Background: an optimization exercise with open tools, aiming at small area and a short achievable clock period. Do not read the settings as production practice. Function was checked by simulation only, so behaviour that the tests miss may differ from the original.

build 27:
==> flow/design.v <==
module reaper_exec_ctrl #(
  parameter int DIV = 2
) (
  input  logic        Fast_Clock,
  input  logic        Raw_Reset_I,
  output logic        Slow_Clock,
  input  logic [5:0]  Opcode,
  input  logic [31:0] Input_1,
  input  logic [31:0] Input_2,
  output logic [31:0] Result,
  output logic        True,
  output logic [4:0]  ALU_Op,
  output logic        Reg_Write,
  output logic        ALU_Src,
  output logic        Long_Imm,
  output logic        Mem_Write,
  output logic        Mem_To_Reg,
  output logic        Branch,
  output logic        Jump_R,
  output logic        Jump_I,
  output logic        Stack_Enable,
  output logic        Stack_Write,
  output logic        IO_Enable,
  output logic        IO_Selection,
  output logic        Halt,
  output logic        Change_Context
);
  localparam int CW = (DIV > 1) ? $clog2(DIV) : 1;
  localparam logic [CW-1:0] LAST = DIV - 1;
  logic [CW-1:0] cnt;
  logic          slow_q;
  always_ff @(posedge Fast_Clock or negedge Raw_Reset_I) begin
    if (!Raw_Reset_I) begin
      cnt    <= '0;
      slow_q <= 1'b0;
    end else if (cnt == LAST) begin
      cnt    <= '0;
      slow_q <= ~slow_q;
    end else begin
      cnt    <= cnt + 1'b1;
    end
  end
  assign Slow_Clock = slow_q;
  logic [5:0] op;
  logic [5:0] op_m1, op_m21;
  logic [4:0] aop;
  logic rw, asrc, limm, mw, m2r, br;
  logic jr, ji, sen, swr, ioen, iosel;
  logic hlt, ctx;
  assign op     = Opcode;
  assign op_m1  = op - 6'h01;
  assign op_m21 = op - 6'h21;
  always_comb begin
    aop   = '0;
    rw    = 1'b0;
    asrc  = 1'b0;
    limm  = 1'b0;
    mw    = 1'b0;
    m2r   = 1'b0;
    br    = 1'b0;
    jr    = 1'b0;
    ji    = 1'b0;
    sen   = 1'b0;
    swr   = 1'b0;
    ioen  = 1'b0;
    iosel = 1'b0;
    hlt   = 1'b0;
    ctx   = 1'b0;
    if (op >= 6'h01 && op <= 6'h12) begin
      rw  = 1'b1;
      aop = op_m1[4:0];
    end else if (op >= 6'h21 && op <= 6'h32) begin
      rw   = 1'b1;
      asrc = 1'b1;
      aop  = op_m21[4:0];
    end else begin
      case (op)
        6'h13: begin
          rw   = 1'b1;
          asrc = 1'b1;
          limm = 1'b1;
          aop  = 5'd18;
        end
        6'h14: begin
          rw   = 1'b1;
          asrc = 1'b1;
          m2r  = 1'b1;
        end
        6'h15: begin
          asrc = 1'b1;
          mw   = 1'b1;
        end
        6'h16: begin
          br  = 1'b1;
          aop = 5'd12;
        end
        6'h17: begin
          br  = 1'b1;
          aop = 5'd13;
        end
        6'h18: begin
          br  = 1'b1;
          aop = 5'd14;
        end
        6'h19: begin
          br  = 1'b1;
          aop = 5'd16;
        end
        6'h1A: jr = 1'b1;
        6'h1B: begin
          ji   = 1'b1;
          limm = 1'b1;
        end
        6'h1C: begin
          ji   = 1'b1;
          limm = 1'b1;
          sen  = 1'b1;
          swr  = 1'b1;
        end
        6'h1D: sen = 1'b1;
        6'h1E: begin
          ioen = 1'b1;
          rw   = 1'b1;
        end
        6'h1F: begin
          ioen  = 1'b1;
          iosel = 1'b1;
        end
        6'h20: ctx = 1'b1;
        6'h3F: hlt = 1'b1;
        default: ;
      endcase
    end
  end
  logic [31:0] a, b;
  assign a = Input_1;
  assign b = Input_2;
  logic o_add, o_sub, o_mul, o_div, o_rem, o_and, o_or, o_xor, o_not;
  logic o_sll, o_srl, o_sra, o_cmp, o_movb;
  assign o_add  = (aop == 5'd0);
  assign o_sub  = (aop == 5'd1);
  assign o_mul  = (aop == 5'd2);
  assign o_div  = (aop == 5'd3);
  assign o_rem  = (aop == 5'd4);
  assign o_and  = (aop == 5'd5);
  assign o_or   = (aop == 5'd6);
  assign o_xor  = (aop == 5'd7);
  assign o_not  = (aop == 5'd8);
  assign o_sll  = (aop == 5'd9);
  assign o_srl  = (aop == 5'd10);
  assign o_sra  = (aop == 5'd11);
  assign o_cmp  = (aop >= 5'd12) && (aop <= 5'd17);
  assign o_movb = (aop == 5'd18);
  logic m_div, m_mul, m_sh, m_shr, m_as, m_subt;
  assign m_div  = o_div | o_rem;
  assign m_mul  = o_mul;
  assign m_shr  = o_srl | o_sra;
  assign m_sh   = o_sll | m_shr;
  assign m_as   = ~(m_div | m_mul | m_sh);    
  assign m_subt = o_sub | o_cmp;
  logic [31:0] abs_a, abs_b;
  logic [31:0] lo_a, lo_b;
  always_comb begin
    lo_a[0] = 1'b0;
    lo_b[0] = 1'b0;
    for (int i = 1; i < 32; i++) begin
      lo_a[i] = lo_a[i-1] | a[i-1];
      lo_b[i] = lo_b[i-1] | b[i-1];
    end
  end
  assign abs_a = a ^ ({32{a[31]}} & lo_a);
  assign abs_b = b ^ ({32{b[31]}} & lo_b);
  logic [31:0] dhz;
  always_comb begin
    dhz[0] = 1'b1;
    for (int k = 1; k < 32; k++)
      dhz[k] = dhz[k-1] & ~abs_b[32-k];
  end
  logic [31:0] shdec;
  always_comb
    for (int k = 0; k < 32; k++)
      shdec[k] = (b[4:0] == k[4:0]);
  logic        fill;
  logic [31:0] a_rev;
  assign fill = o_sra & a[31];
  always_comb
    for (int i = 0; i < 32; i++)
      a_rev[i] = a[31-i] ^ fill;
  logic [31:0] Y, ebit, dhzm, cin, R0;
  always_comb begin
    if (m_div)      Y = ~abs_b;
    else if (m_mul) Y = a;
    else if (m_shr) Y = a_rev;
    else if (m_sh)  Y = a;
    else            Y = b ^ {32{m_subt}};
    for (int k = 0; k < 32; k++) begin
      ebit[k] = (m_mul & b[k]) | (m_sh & shdec[k]) | (m_as & (k == 0));
      dhzm[k] = m_div & dhz[k];
      cin[k]  = m_div | (m_as & m_subt & (k == 0));
    end
    if (m_div)     R0 = abs_a;
    else if (m_as) R0 = a;
    else           R0 = '0;
  end
  localparam int GS = 3;
  logic [31:0] R [0:32];
  logic [31:0] q;
  assign R[32] = R0;
  for (genvar k = 31; k >= 0; k--) begin : g_row
    localparam int W  = 32 - k;
    localparam int NG = (W + GS - 1) / GS;
    logic [W-1:0] rr, o, x, g, p;
    logic [W:0]   c;
    logic [NG:0]  cg;
    logic         sel;
    assign rr = R[k+1][31:k];
    assign o  = Y[W-1:0];
    for (genvar j = 0; j < W; j++) begin : g_bit
      assign g[j] = rr[j] & o[j];
      assign p[j] = rr[j] | o[j];
      assign x[j] = o[j] ^ c[j];
    end
    assign cg[0] = cin[k];
    for (genvar m = 0; m < NG; m++) begin : g_grp
      localparam int LO = m * GS;
      localparam int HI = (LO + GS < W) ? (LO + GS - 1) : (W - 1);
      logic [HI-LO:0] gx, px;
      assign gx[0] = g[LO];
      assign px[0] = p[LO];
      for (genvar j = LO + 1; j <= HI; j++) begin : g_pre
        assign gx[j-LO] = g[j] | (p[j] & gx[j-LO-1]);
        assign px[j-LO] = p[j] & px[j-LO-1];
      end
      assign cg[m+1] = gx[HI-LO] | (px[HI-LO] & cg[m]);
      assign c[LO] = cg[m];
      for (genvar j = LO; j < HI; j++) begin : g_rip
        assign c[j+1] = g[j] | (p[j] & c[j]);
      end
    end
    assign sel  = (cg[NG] & dhzm[k]) | ebit[k];
    assign q[k] = sel;
    if (k > 0) begin : g_low
      assign R[k][k-1:0] = R[k+1][k-1:0];
    end
    assign R[k][31:k] = rr ^ ({W{sel}} & x);
  end
  logic [31:0] arr;
  assign arr = R[0];
  logic        bz, dneg;
  logic [31:0] dv, lo_v, dres;
  assign bz   = (b == 32'd0);
  assign dneg = o_div ? (a[31] ^ b[31]) : a[31];
  assign dv   = o_div ? q : arr;
  always_comb begin
    lo_v[0] = 1'b0;
    for (int i = 1; i < 32; i++)
      lo_v[i] = lo_v[i-1] | dv[i-1];
  end
  assign dres = bz ? 32'd0 : (dv ^ ({32{dneg}} & lo_v));
  logic [31:0] x_ab;
  logic        eq, lt, tru;
  assign x_ab = a ^ b;
  assign eq   = ~|x_ab;
  assign lt   = (a[31] ^ b[31]) ? a[31] : arr[31];
  always_comb begin
    case (aop)
      5'd12:   tru = eq;
      5'd13:   tru = ~eq;
      5'd14:   tru = lt;
      5'd15:   tru = lt | eq;
      5'd16:   tru = ~(lt | eq);
      5'd17:   tru = ~lt;
      default: tru = 1'b0;
    endcase
  end
  logic [31:0] arr_rev;
  always_comb
    for (int i = 0; i < 32; i++)
      arr_rev[i] = arr[31-i] ^ fill;
  logic [31:0] res;
  always_comb begin
    res = ({32{o_add | o_sub | o_mul | o_sll}} & arr)
        | ({32{m_shr}} & arr_rev)
        | ({32{m_div}} & dres)
        | ({32{o_and}} & (a & b))
        | ({32{o_or}}  & (a | b))
        | ({32{o_xor}} & x_ab)
        | ({32{o_not}} & ~a)
        | ({32{o_movb}} & b);
    res[0] = res[0] | tru;
  end
  assign Result         = res;
  assign True           = tru;
  assign ALU_Op         = aop;
  assign Reg_Write      = rw;
  assign ALU_Src        = asrc;
  assign Long_Imm       = limm;
  assign Mem_Write      = mw;
  assign Mem_To_Reg     = m2r;
  assign Branch         = br;
  assign Jump_R         = jr;
  assign Jump_I         = ji;
  assign Stack_Enable   = sen;
  assign Stack_Write    = swr;
  assign IO_Enable      = ioen;
  assign IO_Selection   = iosel;
  assign Halt           = hlt;
  assign Change_Context = ctx;
endmodule
Settings: LEC_CHECK=0, ABC_AREA=1, CAP_MARGIN=20, CORE_MARGIN=2, CORE_UTILIZATION=60, PLACE_DENSITY=0.7, SLEW_MARGIN=20; clock period 190.0 ns.
standard.sh (not shown) runs the stock make flow with config.mk's settings and CLKGATE_MAP_FILE= SYNTH_SCRIPT=/design/flow/synth_recipe.tcl, a recipe that flattens the netlist after the stock synthesis.
==> flow/flow/run.sh <==
#!/bin/bash
# Own flow: the standard layout (standard.sh, with its standard synthesis
# unchanged), except:
#  - at the floorplan step, flow/downsize.tcl first sets every logic cell to
#    the smallest drive strength of its family (synthesis sizes up nearly every
#    gate) and removes synthesis buffers, and the floorplan's timing repair
#    (gate sizing and pin swaps only) then aims for SETUP_MARGIN ns of setup
#    slack, so it sizes up the critical paths;
#  - the CTS step's timing repair, the first with placement parasitics, aims
#    for the same margin.
# Each step's output goes to its own log file here.
set -euo pipefail
WORK=$(pwd)
SETUP_MARGIN=75
bash standard.sh synth > flow_synth.log 2>&1
bash standard.sh PRE_FLOORPLAN_TCL=$WORK/flow/downsize.tcl SETUP_SLACK_MARGIN=$SETUP_MARGIN floorplan > flow_floorplan.log 2>&1
bash standard.sh place > flow_place.log 2>&1
bash standard.sh SETUP_SLACK_MARGIN=$SETUP_MARGIN cts > flow_cts.log 2>&1
bash standard.sh > flow_finish.log 2>&1
test -f out/final.def
==> flow/flow/downsize.tcl <==
# Before the floorplan's timing repair: put every logic cell at the smallest
# drive strength of its family and remove synthesis buffers. The floorplan's
# repair_timing then sizes up only the cells its setup margin needs.
set dont_use {}
if { [info exists ::env(DONT_USE_CELLS)] } { set dont_use $::env(DONT_USE_CELLS) }
proc ds_skip { name dont_use } {
  foreach pat $dont_use { if { [string match $pat $name] } { return 1 } }
  return [expr { [string match "*lpflow*" $name] || [string match "*probe*" $name] }]
}
set best [dict create]
foreach m [get_lib_cells */*] {
  set n [get_name $m]
  if { [ds_skip $n $dont_use] } { continue }
  if { [regexp {^(sky130_fd_sc_hd__.*)_([0-9]+)$} $n -> fam sz] } {
    if { ![dict exists $best $fam] || $sz < [lindex [dict get $best $fam] 0] } {
      dict set best $fam [list $sz $n]
    }
  }
}
set cnt 0
foreach inst [get_cells *] {
  set mn [get_name [get_lib_cells -of_objects $inst]]
  if { [string match "*__df*" $mn] || [string match "*__conb*" $mn] } { continue }
  if { [regexp {^(sky130_fd_sc_hd__.*)_([0-9]+)$} $mn -> fam sz] && [dict exists $best $fam] } {
    set s [dict get $best $fam]
    if { [lindex $s 0] < $sz } {
      replace_cell $inst [lindex $s 1]
      incr cnt
    }
  }
}
puts "downsize.tcl: $cnt cells set to their smallest drive strength"
remove_buffers
Build 27 reached the final stage; the timing, design-rule and antenna checks on its layout passed.
The inputs of build 76 differ from those of build 27 as listed below.
==> flow/flow/run.sh <==
#!/bin/bash
# Own flow: the standard layout (standard.sh, with its standard synthesis
# unchanged), except that:
#  - before the floorplan step's timing repair, flow/downsize.tcl resets gate
#    sizes to the smallest and sizes up only what a setup margin of
#    FP_SETUP_MARGIN ns needs;
#  - every timing repair runs without pin swaps and gate cloning, so the
#    netlist keeps the structure of the standard synthesis;
#  - port buffering (every input and output still gets its buffer) uses
#    buf_2 cells.
# Each step's output goes to its own log file here.
set -euo pipefail
WORK=$(pwd)
export FP_SETUP_MARGIN=80
export SKIP_PIN_SWAP=1
export SKIP_GATE_CLONING=1
bash standard.sh synth > flow_synth.log 2>&1
bash standard.sh PRE_FLOORPLAN_TCL=$WORK/flow/downsize.tcl floorplan > flow_floorplan.log 2>&1
bash standard.sh "BUFFER_PORTS_ARGS=-buffer_cell sky130_fd_sc_hd__buf_2" place > flow_place.log 2>&1
bash standard.sh > flow_finish.log 2>&1
test -f out/final.def
-- flow/flow/downsize.tcl --
<<< build 27, line 1
# Before the floorplan's timing repair: put every logic cell at the smallest
# drive strength of its family and remove synthesis buffers. The floorplan's
# repair_timing then sizes up only the cells its setup margin needs.
set dont_use {}
if { [info exists ::env(DONT_USE_CELLS)] } { set dont_use $::env(DONT_USE_CELLS) }
>>> build 76, line 1
# Runs before the floorplan step's own timing repair (PRE_FLOORPLAN_TCL).
# Synthesis sizes up nearly every gate. Put every logic cell at the smallest
# drive strength of its family, remove synthesis buffers, then size up only
# the cells on paths with less than FP_SETUP_MARGIN ns of setup slack. Gate
# sizing only: no pin swaps or cloning, so the netlist keeps the structure of
# the standard synthesis.
set dont_use {}
if { [info exists ::env(DONT_USE_CELLS)] } { set dont_use $::env(DONT_USE_CELLS) }
<<< build 27, line 32
puts "downsize.tcl: $cnt cells set to their smallest drive strength"
remove_buffers
>>> build 76, line 35
puts "downsize.tcl: $cnt cells set to their smallest drive strength"
remove_buffers
repair_timing -setup -setup_margin $::env(FP_SETUP_MARGIN) -sequence "sizeup" \
  -skip_pin_swap -skip_gate_cloning -skip_last_gasp -verbose
report_worst_slack -max
report_design_area
==> comparison <==
- Of build 76 and build 27, build 27 shows the higher non-clock buffer count, with build 76 below it.
- Looking at build 76 and build 27, the count of multi-input combinational gates is a wash.
- Post-synthesis instance area for build 76: about 4% up relative to build 27
- Post-route fraction of the period consumed by the critical path ended up 1.1 points higher on build 76 than on build 27.
- Compared to build 27, build 76 has signed area change from the synthesized netlist to the final layout 9.5 points lower.
- Build 76 vs. build 27: total wire length after detailed routing down 3.9 mm, multi-input combinational cell area lost about 2.7%, critical path depth went down 40, utilization lower.
- Side by side, fraction of met2 tracks used by global routing turned out lower in build 76 than in build 27.
What build 46 does differently from build 76 at the input level:
==> flow/flow/run.sh <==
#!/bin/bash
# Own flow: the standard layout (standard.sh, with its standard synthesis
# unchanged), except at the floorplan step:
#  - flow/downsize.tcl first sets every logic cell to the smallest drive
#    strength of its family (synthesis sizes up nearly every gate) and removes
#    synthesis buffers;
#  - the floorplan's timing repair (gate sizing and pin swaps only) then aims
#    for FP_SETUP_MARGIN ns of setup slack, so it sizes up the critical paths.
# Each step's output goes to its own log file here.
set -euo pipefail
WORK=$(pwd)
FP_SETUP_MARGIN=75
bash standard.sh synth > flow_synth.log 2>&1
bash standard.sh PRE_FLOORPLAN_TCL=$WORK/flow/downsize.tcl SETUP_SLACK_MARGIN=$FP_SETUP_MARGIN floorplan > flow_floorplan.log 2>&1
bash standard.sh > flow_finish.log 2>&1
test -f out/final.def
-- flow/flow/downsize.tcl --
<<< build 76, line 1
# Runs before the floorplan step's own timing repair (PRE_FLOORPLAN_TCL).
# Synthesis sizes up nearly every gate. Put every logic cell at the smallest
# drive strength of its family, remove synthesis buffers, then size up only
# the cells on paths with less than FP_SETUP_MARGIN ns of setup slack. Gate
# sizing only: no pin swaps or cloning, so the netlist keeps the structure of
# the standard synthesis.
set dont_use {}
if { [info exists ::env(DONT_USE_CELLS)] } { set dont_use $::env(DONT_USE_CELLS) }
>>> build 46, line 1
# Before the floorplan's timing repair: put every logic cell at the smallest
# drive strength of its family and remove synthesis buffers. The floorplan's
# repair_timing then sizes up only the cells its setup margin needs.
set dont_use {}
if { [info exists ::env(DONT_USE_CELLS)] } { set dont_use $::env(DONT_USE_CELLS) }
<<< build 76, line 35
puts "downsize.tcl: $cnt cells set to their smallest drive strength"
remove_buffers
repair_timing -setup -setup_margin $::env(FP_SETUP_MARGIN) -sequence "sizeup" \
  -skip_pin_swap -skip_gate_cloning -skip_last_gasp -verbose
report_worst_slack -max
report_design_area
>>> build 46, line 32
puts "downsize.tcl: $cnt cells set to their smallest drive strength"
remove_buffers
--- outcome ---
Of build 46 and build 76, the run reporting the higher global-route wire length before repair was build 46. Core utilization: build 46 higher than build 76. On starting utilization of the core area: between build 46 and build 76, it ends up higher for build 46. Taking build 76 as the reference, in build 46 post-layout minimum cycle time rose 1.57 ns, final design area excluding fillers saw an increase.
Here is what was changed in the inputs of build 86 compared with build 46.
==> flow/run.sh (new file) <==
#!/bin/bash
# synth_recipe.tcl (not shown) runs the flow's synth.tcl, then flattens the netlist and writes it again
# the make line also repeats each setting of config.mk as NAME=value (left out here)
make -C /OpenROAD-flow-scripts/flow DESIGN_CONFIG=/design/flow/config.mk WORK_HOME=/design/flow/orfs CLKGATE_MAP_FILE= SYNTH_SCRIPT=/design/flow/synth_recipe.tcl finish
removed: flow/flow/run.sh
removed: flow/flow/downsize.tcl
removed: flow/standard.sh
==> run summary <==
- Compared with build 46, in build 86 cell count moved up; post-layout minimum cycle time lost 0.71 ns; final design instance area without fill increased by 8.9% relative to the old numbers.
- Die: build 86 bigger than build 46
- Between build 86 and build 46, final worst-path setup slack is lower for build 46, build 86 comes in above that.

## re-timing with driven ports
Ports are ideal in the flow. The routed layouts listed here were re-timed in OpenROAD.
Step 1 assumes that a clkbuf_16 drives the clock port and a buf_2 every other input.
Step 2 adds t to the input delays and takes it off the output delays; t is the mean of the earliest and latest rising clock arrival at the registers after step 1. Input paths then give back, and output paths get back, about the clock's delay inside the block.
Slacks: ideal ports / drivers / drivers and shift; pairs: ideal ports / drivers.
run	shift t [ns]	setup slack, ns	worst setup path at the end	worst data-port slew with drivers (ns)	pins driven straight from the clock port
build 27	0.241	55.810 / 55.748 / 55.748	input to output	0.11	1
build 76	0.243	53.655 / 53.634 / 53.634	input to output	0.10	1
build 46	0.241	52.087 / 52.064 / 52.064	input to output	0.11	1
build 86	0.239	52.801 / 52.776 / 52.776	input to output	0.04	1
After both steps every run listed still meets setup and hold. The setup slack of build 27, which loses most, moves by -0.062 ns with the drivers and by -0.062 ns with both steps.
